This design comes from an exercise in tuning for small area, a short achievable clock period and few clock cycles per item on the open sky130 flow, not from production work.
In this exercise RTL edits were held to simulation tests only and were not proved equivalent to the original.

==> job 4610: inputs <==
// positional_array_list_unit
module positional_array_list_unit #(
  parameter int CAPACITY = pal_pkg::PAL_CAPACITY
) (
  input  wire logic                      clk,
  input  wire logic                      rst,
  input  wire logic                      req_valid,
  output      logic                      req_ready,
  input  wire logic [pal_pkg::CMD_W-1:0] req_command,
  input  wire logic [pal_pkg::POS_W-1:0] req_position,
  input  wire logic [pal_pkg::VAL_W-1:0] req_item_value,
  output      logic                      rsp_valid,
  input  wire logic                      rsp_ready,
  output      logic [pal_pkg::STS_W-1:0] rsp_status,
  output      logic [pal_pkg::VAL_W-1:0] rsp_removed_value,
  output      logic [pal_pkg::IDX_W-1:0] rsp_found_index,
  output      logic [pal_pkg::LEN_W-1:0] rsp_list_length
);
Settings: LEC_CHECK=0, CAP_MARGIN=20, CORE_MARGIN=2, CORE_UTILIZATION=34, PLACE_DENSITY=0.44, SETUP_SLACK_MARGIN=2.5, SLEW_MARGIN=20; clock period 5.5 ns.
run.sh (not shown) runs the stock make flow with config.mk's settings and CLKGATE_MAP_FILE= SYNTH_SCRIPT=/design/flow/synth_recipe.tcl, a recipe that flattens the netlist after the stock synthesis.
==> job 5857 (differences from job 4610) <==
--- a/flow/design.v
+++ b/flow/design.v
@@ -61,21 +61,23 @@
   input  wire logic [NLO-1:0]            ny_lgt,
   input  wire logic [NHI-1:0]            ns_heq,
   input  wire logic [NLO-1:0]            ns_leq,
   input  wire logic                      nr_wrap,
   input  wire logic                      nr_some,
   input  wire logic                      nr_all,
-  input  wire logic [pal_pkg::VAL_W-1:0] valp,      
+  input  wire logic [pal_pkg::VAL_W-1:0] valp,
+  input  wire logic [pal_pkg::VAL_W-1:0] valp_n,
   output      logic [NGRP-1:0]           g_any,     
   output      logic [NGRP*GIDX_W-1:0]    g_idx,     
   output      logic [NGRP-1:0]           g_any_hi,  
   output      logic [NGRP*GIDX_W-1:0]    g_idx_hi,
   output      logic [pal_pkg::VAL_W-1:0] rd_raw     
 );
   logic [VAL_W-1:0]    ent [CAPACITY];
   logic [CAPACITY-1:0] at;       
+  logic [CAPACITY-1:0] at_rd;    
   logic [CAPACITY-1:0] gt_x;     
   logic [CAPACITY-1:0] m;        
   logic [CAPACITY-1:0] m_hi;     
   for (genvar i = 0; i < CAPACITY; i++) begin : g_ent
     localparam int IH = i >> LO_W;
     localparam int IL = i % NLO;
@@ -90,24 +92,29 @@
     assign h_le_y = ~(~ny_hgt[IH] | (~ny_heq[IH] & ~ny_lgt[IL]));
     assign h_at   = ~ns_heq[IH] & ~ns_leq[IL];
     assign h_in_r = ~nr_all | (~nr_some & (~nr_wrap ? (h_gt_x | h_le_y) : (h_gt_x & h_le_y)));
     assign s_up = shift & in_r;
     assign s_ld = load & at[i];
     assign s_hd = ~((~n_shift & h_in_r) | (~n_load & h_at));
+    if (i < CAPACITY / 2) begin : g_rd_lo
+      assign at_rd[i] = at[i];
+    end else begin : g_rd_hi
+      assign at_rd[i] = h_at;
+    end
     always_ff @(posedge clk) begin
       ent[i] <= ~(({VAL_W{s_hd}} & ent[i]) |
                   ({VAL_W{s_up}} & ent[(i + CAPACITY - 1) % CAPACITY]) |
                   ({VAL_W{s_ld}} & valp));
     end
-    assign m[i]    = (ent[i] == valp) && in_r;
+    assign m[i]    = (ent[i] == ~valp_n) && in_r;
     assign m_hi[i] = m[i] && gt_x[i];
   end
   always_comb begin
     rd_raw = '0;
     for (int i = 0; i < CAPACITY; i++) begin
-      rd_raw = rd_raw | (ent[i] & {VAL_W{at[i]}});
+      rd_raw = rd_raw | (ent[i] & {VAL_W{at_rd[i]}});
     end
   end
   for (genvar g = 0; g < NGRP; g++) begin : g_grp
     logic [GIDX_W-1:0] idx, idx_hi;
     always_comb begin
       idx    = '0;
@@ -176,12 +183,13 @@
   output      logic [NHI-1:0]            st_ns_heq,
   output      logic [NLO-1:0]            st_ns_leq,
   output      logic                      st_nr_wrap,
   output      logic                      st_nr_some,
   output      logic                      st_nr_all,
   output      logic [pal_pkg::VAL_W-1:0] st_valp,
+  output      logic [pal_pkg::VAL_W-1:0] st_valp_n,
   input  wire logic [NGRP-1:0]           st_g_any,
   input  wire logic [NGRP*GIDX_W-1:0]    st_g_idx,
   input  wire logic [NGRP-1:0]           st_g_any_hi,
   input  wire logic [NGRP*GIDX_W-1:0]    st_g_idx_hi,
   input  wire logic [pal_pkg::VAL_W-1:0] st_rd_raw
 );
@@ -202,12 +210,13 @@
   logic [NHI-1:0]    a_x_hgt, a_x_heq, a_y_hgt, a_y_heq, a_s_heq;
   logic [NLO-1:0]    a_x_lgt, a_y_lgt, a_s_leq;
   logic              a_wrap;
   logic              a_some;
   logic              a_all;
   logic [VAL_W-1:0]  a_valp;    
+  logic [VAL_W-1:0]  a_valp_n;  
   logic              n_shift;
   logic              n_load;
   logic [NHI-1:0]    n_x_hgt, n_x_heq, n_y_hgt, n_y_heq, n_s_heq;
   logic [NLO-1:0]    n_x_lgt, n_y_lgt, n_s_leq;
   logic              n_wrap;
   logic              n_some;
@@ -311,13 +320,14 @@
   assign st_y_lgt = a_y_lgt;
   assign st_s_heq = a_s_heq;
   assign st_s_leq = a_s_leq;
   assign st_wrap  = a_wrap;
   assign st_some  = a_some;
   assign st_all   = a_all;
-  assign st_valp  = a_valp;
+  assign st_valp   = a_valp;
+  assign st_valp_n = a_valp_n;
   assign st_n_shift = n_shift;
   assign st_n_load  = n_load;
   assign st_nx_hgt  = n_x_hgt;
   assign st_nx_heq  = n_x_heq;
   assign st_nx_lgt  = n_x_lgt;
   assign st_ny_hgt  = n_y_hgt;
@@ -449,13 +459,14 @@
       n_wrap <= !rwrap;
       n_some <= !rsome;
       n_all  <= !rall;
       a_len  <= count_next;
       a_head <= head;
     end
-    a_valp <= move_p ? (p_val ^ {VAL_W{~phase}}) : ~a_valp;
+    a_valp   <= move_p ? (p_val ^ {VAL_W{~phase}}) : ~a_valp;
+    a_valp_n <= move_p ? (p_val ^ {VAL_W{phase}})  : ~a_valp_n;
   end
   always_ff @(posedge clk) begin
     if (exec) begin
       b_cmd    <= a_cmd;
       b_ok     <= a_ins | a_del;
       b_del    <= a_del;
@@ -525,13 +536,13 @@
   output      logic [pal_pkg::STS_W-1:0] rsp_status,
   output      logic [pal_pkg::VAL_W-1:0] rsp_removed_value,
   output      logic [pal_pkg::IDX_W-1:0] rsp_found_index,
   output      logic [pal_pkg::LEN_W-1:0] rsp_list_length
 );
   localparam int ADDR_W = $clog2(CAPACITY);
-  localparam int GRP    = 8;
+  localparam int GRP    = 4;
   localparam int NGRP   = CAPACITY / GRP;
   localparam int GIDX_W = $clog2(GRP);
   localparam int NHI    = 8;
   localparam int NLO    = 16;
   logic                st_shift;
   logic                st_load;
@@ -541,13 +552,13 @@
   logic [NHI-1:0]      st_nx_hgt, st_nx_heq, st_ny_hgt, st_ny_heq, st_ns_heq;
   logic [NLO-1:0]      st_nx_lgt, st_ny_lgt, st_ns_leq;
   logic                st_nr_wrap, st_nr_some, st_nr_all;
   logic                st_wrap;
   logic                st_some;
   logic                st_all;
-  logic [VAL_W-1:0]    st_valp;
+  logic [VAL_W-1:0]    st_valp, st_valp_n;
   logic [NGRP-1:0]        st_g_any, st_g_any_hi;
   logic [NGRP*GIDX_W-1:0] st_g_idx, st_g_idx_hi;
   logic [VAL_W-1:0]       st_rd_raw;
   pal_store #(.CAPACITY(CAPACITY), .GRP(GRP)) u_store (
     .clk     (clk),
     .shift   (st_shift),
@@ -574,12 +585,13 @@
     .ns_heq  (st_ns_heq),
     .ns_leq  (st_ns_leq),
     .nr_wrap (st_nr_wrap),
     .nr_some (st_nr_some),
     .nr_all  (st_nr_all),
     .valp    (st_valp),
+    .valp_n  (st_valp_n),
     .g_any    (st_g_any),
     .g_idx    (st_g_idx),
     .g_any_hi (st_g_any_hi),
     .g_idx_hi (st_g_idx_hi),
     .rd_raw   (st_rd_raw)
   );
@@ -621,12 +633,13 @@
     .st_ns_heq         (st_ns_heq),
     .st_ns_leq         (st_ns_leq),
     .st_nr_wrap        (st_nr_wrap),
     .st_nr_some        (st_nr_some),
     .st_nr_all         (st_nr_all),
     .st_valp           (st_valp),
+    .st_valp_n         (st_valp_n),
     .st_g_any          (st_g_any),
     .st_g_idx          (st_g_idx),
     .st_g_any_hi       (st_g_any_hi),
     .st_g_idx_hi       (st_g_idx_hi),
     .st_rd_raw         (st_rd_raw)
   );
CELL_PAD_IN_SITES_GLOBAL_PLACEMENT = 2   (was unset)
CORE_UTILIZATION = 20   (was 34)
PLACE_DENSITY = 0.28   (was 0.44)
SETUP_SLACK_MARGIN = 2.0   (was 2.5)
==> job 4780 (differences from job 4610) <==
--- a/flow/design.v
+++ b/flow/design.v
@@ -61,21 +61,23 @@
   input  wire logic [NLO-1:0]            ny_lgt,
   input  wire logic [NHI-1:0]            ns_heq,
   input  wire logic [NLO-1:0]            ns_leq,
   input  wire logic                      nr_wrap,
   input  wire logic                      nr_some,
   input  wire logic                      nr_all,
-  input  wire logic [pal_pkg::VAL_W-1:0] valp,      
+  input  wire logic [pal_pkg::VAL_W-1:0] valp,
+  input  wire logic [pal_pkg::VAL_W-1:0] valp_n,
   output      logic [NGRP-1:0]           g_any,     
   output      logic [NGRP*GIDX_W-1:0]    g_idx,     
   output      logic [NGRP-1:0]           g_any_hi,  
   output      logic [NGRP*GIDX_W-1:0]    g_idx_hi,
   output      logic [pal_pkg::VAL_W-1:0] rd_raw     
 );
   logic [VAL_W-1:0]    ent [CAPACITY];
   logic [CAPACITY-1:0] at;       
+  logic [CAPACITY-1:0] at_rd;    
   logic [CAPACITY-1:0] gt_x;     
   logic [CAPACITY-1:0] m;        
   logic [CAPACITY-1:0] m_hi;     
   for (genvar i = 0; i < CAPACITY; i++) begin : g_ent
     localparam int IH = i >> LO_W;
     localparam int IL = i % NLO;
@@ -90,24 +92,29 @@
     assign h_le_y = ~(~ny_hgt[IH] | (~ny_heq[IH] & ~ny_lgt[IL]));
     assign h_at   = ~ns_heq[IH] & ~ns_leq[IL];
     assign h_in_r = ~nr_all | (~nr_some & (~nr_wrap ? (h_gt_x | h_le_y) : (h_gt_x & h_le_y)));
     assign s_up = shift & in_r;
     assign s_ld = load & at[i];
     assign s_hd = ~((~n_shift & h_in_r) | (~n_load & h_at));
+    if (i < CAPACITY / 2) begin : g_rd_lo
+      assign at_rd[i] = at[i];
+    end else begin : g_rd_hi
+      assign at_rd[i] = h_at;
+    end
     always_ff @(posedge clk) begin
       ent[i] <= ~(({VAL_W{s_hd}} & ent[i]) |
                   ({VAL_W{s_up}} & ent[(i + CAPACITY - 1) % CAPACITY]) |
                   ({VAL_W{s_ld}} & valp));
     end
-    assign m[i]    = (ent[i] == valp) && in_r;
+    assign m[i]    = (ent[i] == ~valp_n) && in_r;
     assign m_hi[i] = m[i] && gt_x[i];
   end
   always_comb begin
     rd_raw = '0;
     for (int i = 0; i < CAPACITY; i++) begin
-      rd_raw = rd_raw | (ent[i] & {VAL_W{at[i]}});
+      rd_raw = rd_raw | (ent[i] & {VAL_W{at_rd[i]}});
     end
   end
   for (genvar g = 0; g < NGRP; g++) begin : g_grp
     logic [GIDX_W-1:0] idx, idx_hi;
     always_comb begin
       idx    = '0;
@@ -176,12 +183,13 @@
   output      logic [NHI-1:0]            st_ns_heq,
   output      logic [NLO-1:0]            st_ns_leq,
   output      logic                      st_nr_wrap,
   output      logic                      st_nr_some,
   output      logic                      st_nr_all,
   output      logic [pal_pkg::VAL_W-1:0] st_valp,
+  output      logic [pal_pkg::VAL_W-1:0] st_valp_n,
   input  wire logic [NGRP-1:0]           st_g_any,
   input  wire logic [NGRP*GIDX_W-1:0]    st_g_idx,
   input  wire logic [NGRP-1:0]           st_g_any_hi,
   input  wire logic [NGRP*GIDX_W-1:0]    st_g_idx_hi,
   input  wire logic [pal_pkg::VAL_W-1:0] st_rd_raw
 );
@@ -202,12 +210,13 @@
   logic [NHI-1:0]    a_x_hgt, a_x_heq, a_y_hgt, a_y_heq, a_s_heq;
   logic [NLO-1:0]    a_x_lgt, a_y_lgt, a_s_leq;
   logic              a_wrap;
   logic              a_some;
   logic              a_all;
   logic [VAL_W-1:0]  a_valp;    
+  logic [VAL_W-1:0]  a_valp_n;  
   logic              n_shift;
   logic              n_load;
   logic [NHI-1:0]    n_x_hgt, n_x_heq, n_y_hgt, n_y_heq, n_s_heq;
   logic [NLO-1:0]    n_x_lgt, n_y_lgt, n_s_leq;
   logic              n_wrap;
   logic              n_some;
@@ -311,13 +320,14 @@
   assign st_y_lgt = a_y_lgt;
   assign st_s_heq = a_s_heq;
   assign st_s_leq = a_s_leq;
   assign st_wrap  = a_wrap;
   assign st_some  = a_some;
   assign st_all   = a_all;
-  assign st_valp  = a_valp;
+  assign st_valp   = a_valp;
+  assign st_valp_n = a_valp_n;
   assign st_n_shift = n_shift;
   assign st_n_load  = n_load;
   assign st_nx_hgt  = n_x_hgt;
   assign st_nx_heq  = n_x_heq;
   assign st_nx_lgt  = n_x_lgt;
   assign st_ny_hgt  = n_y_hgt;
@@ -449,13 +459,14 @@
       n_wrap <= !rwrap;
       n_some <= !rsome;
       n_all  <= !rall;
       a_len  <= count_next;
       a_head <= head;
     end
-    a_valp <= move_p ? (p_val ^ {VAL_W{~phase}}) : ~a_valp;
+    a_valp   <= move_p ? (p_val ^ {VAL_W{~phase}}) : ~a_valp;
+    a_valp_n <= move_p ? (p_val ^ {VAL_W{phase}})  : ~a_valp_n;
   end
   always_ff @(posedge clk) begin
     if (exec) begin
       b_cmd    <= a_cmd;
       b_ok     <= a_ins | a_del;
       b_del    <= a_del;
@@ -525,13 +536,13 @@
   output      logic [pal_pkg::STS_W-1:0] rsp_status,
   output      logic [pal_pkg::VAL_W-1:0] rsp_removed_value,
   output      logic [pal_pkg::IDX_W-1:0] rsp_found_index,
   output      logic [pal_pkg::LEN_W-1:0] rsp_list_length
 );
   localparam int ADDR_W = $clog2(CAPACITY);
-  localparam int GRP    = 8;
+  localparam int GRP    = 4;
   localparam int NGRP   = CAPACITY / GRP;
   localparam int GIDX_W = $clog2(GRP);
   localparam int NHI    = 8;
   localparam int NLO    = 16;
   logic                st_shift;
   logic                st_load;
@@ -541,13 +552,13 @@
   logic [NHI-1:0]      st_nx_hgt, st_nx_heq, st_ny_hgt, st_ny_heq, st_ns_heq;
   logic [NLO-1:0]      st_nx_lgt, st_ny_lgt, st_ns_leq;
   logic                st_nr_wrap, st_nr_some, st_nr_all;
   logic                st_wrap;
   logic                st_some;
   logic                st_all;
-  logic [VAL_W-1:0]    st_valp;
+  logic [VAL_W-1:0]    st_valp, st_valp_n;
   logic [NGRP-1:0]        st_g_any, st_g_any_hi;
   logic [NGRP*GIDX_W-1:0] st_g_idx, st_g_idx_hi;
   logic [VAL_W-1:0]       st_rd_raw;
   pal_store #(.CAPACITY(CAPACITY), .GRP(GRP)) u_store (
     .clk     (clk),
     .shift   (st_shift),
@@ -574,12 +585,13 @@
     .ns_heq  (st_ns_heq),
     .ns_leq  (st_ns_leq),
     .nr_wrap (st_nr_wrap),
     .nr_some (st_nr_some),
     .nr_all  (st_nr_all),
     .valp    (st_valp),
+    .valp_n  (st_valp_n),
     .g_any    (st_g_any),
     .g_idx    (st_g_idx),
     .g_any_hi (st_g_any_hi),
     .g_idx_hi (st_g_idx_hi),
     .rd_raw   (st_rd_raw)
   );
@@ -621,12 +633,13 @@
     .st_ns_heq         (st_ns_heq),
     .st_ns_leq         (st_ns_leq),
     .st_nr_wrap        (st_nr_wrap),
     .st_nr_some        (st_nr_some),
     .st_nr_all         (st_nr_all),
     .st_valp           (st_valp),
+    .st_valp_n         (st_valp_n),
     .st_g_any          (st_g_any),
     .st_g_idx          (st_g_idx),
     .st_g_any_hi       (st_g_any_hi),
     .st_g_idx_hi       (st_g_idx_hi),
     .st_rd_raw         (st_rd_raw)
   );
CELL_PAD_IN_SITES_GLOBAL_PLACEMENT = 1   (was unset)
CORE_UTILIZATION = 24   (was 34)
PLACE_DENSITY = 0.32   (was 0.44)
SETUP_SLACK_MARGIN = 2.0   (was 2.5)
==> load_flow_metrics.sql <==
INSERT INTO impl_metrics (metric_group, metric, value, unit) VALUES
('status', 'run_status', 'aborted with a tool error', ''),
('status', 'failed_stage', '5_1_grt', ''),
('status', 'first-error', '[ERROR GRT-0116] Global routing finished with congestion. Check the congestion regions in the DRC Viewer.', ''),
('synthesis', 'synth_compound_area_frac', '0.287', ''),
('die', 'die-height', '848', 'um'),
('synthesis', 'synth_cell_types', '86', ''),
('clocking', 'numCtsBuffers', '566', ''),
('clocking', 'number_of_clock_sinks_seen_by_cts', '4727', ''),
('synthesis', 'synthXorXnorAreaFrac', '0.152', '');
Source of the figures above: job 4610

==> load_flow_metrics.sql <==
INSERT INTO impl_metrics (metric_group, metric, value, unit) VALUES
('status', 'run_status', 'aborted with a tool error', ''),
('status', 'failed_stage', '5_1_grt', ''),
('status', 'first-error', '[ERROR GRT-0116] Global routing finished with congestion. Check the congestion regions in the DRC Viewer.', ''),
('clocking', 'post-cts-setup-buffer-count', '322', ''),
('die', 'die-height', '1010', 'um'),
('clocking', 'cts.htree.levels', '6', ''),
('clocking', 'numCtsBuffers', '621', ''),
('synthesis', 'largest_family_of_logic_cells_by_synthesized_area', 'compound AO/OA/AOI/OAI gates', ''),
('clocking', 'number_of_clock_sinks_seen_by_cts', '4823', ''),
('clocking', 'clock-root-buffer', 'sky130_fd_sc_hd__clkbuf_16', ''),
('synthesis', 'synth_cell_types', '80', ''),
('synthesis', 'synthXorXnorAreaFrac', '0.153', ''),
('global_route', 'top_usage_layer', 'met2', ''),
('synthesis', 'synth_compound_area_frac', '0.277', ''),
('global_route', 'globalRouteTotalUtil', '0.813', ''),
('synthesis', 'synth_top_area_cell', 'sky130_fd_sc_hd__dfxtp_1', '');
Source of the figures above: job 4780

==> load_flow_metrics.sql <==
INSERT INTO impl_metrics (metric_group, metric, value, unit) VALUES
('synthesis', 'synth_cell_types', '80', ''),
('clocking', 'cts_hold_repair.buffers', '0', ''),
('synthesis', 'synth_compound_area_frac', '0.277', ''),
('synthesis', 'post_synth_and_or_nand_nor_area_fraction', '0.0780', ''),
('synthesis', 'yosysWarnings', '3', ''),
('die', 'die-height', '1100', 'um'),
('synthesis', 'largest_family_of_logic_cells_by_synthesized_area', 'compound AO/OA/AOI/OAI gates', ''),
('status', 'failed_stage', '5_1_grt', ''),
('synthesis', 'synth_mux_area_frac', '0.00510', ''),
('global_route', 'wire_length_of_the_first_global_routing_pass', '5930000', 'um'),
('status', 'run_status', 'aborted with a tool error', ''),
('clocking', 'numCtsBuffers', '642', ''),
('synthesis', 'synthXorXnorAreaFrac', '0.153', ''),
('status', 'first-error', '[ERROR GRT-0116] Global routing finished with congestion. Check the congestion regions in the DRC Viewer.', ''),
('clocking', 'number_of_clock_sinks_seen_by_cts', '4823', '');
Source of the figures above: job 5857

Testbench counts of job 4610, summed over its fixed seeds: cycles 5,640, items 5,600.
Testbench counts of job 5857, summed over its fixed seeds: cycles 5,640, items 5,600.
Testbench counts of job 4780, summed over its fixed seeds: cycles 5,640, items 5,600.
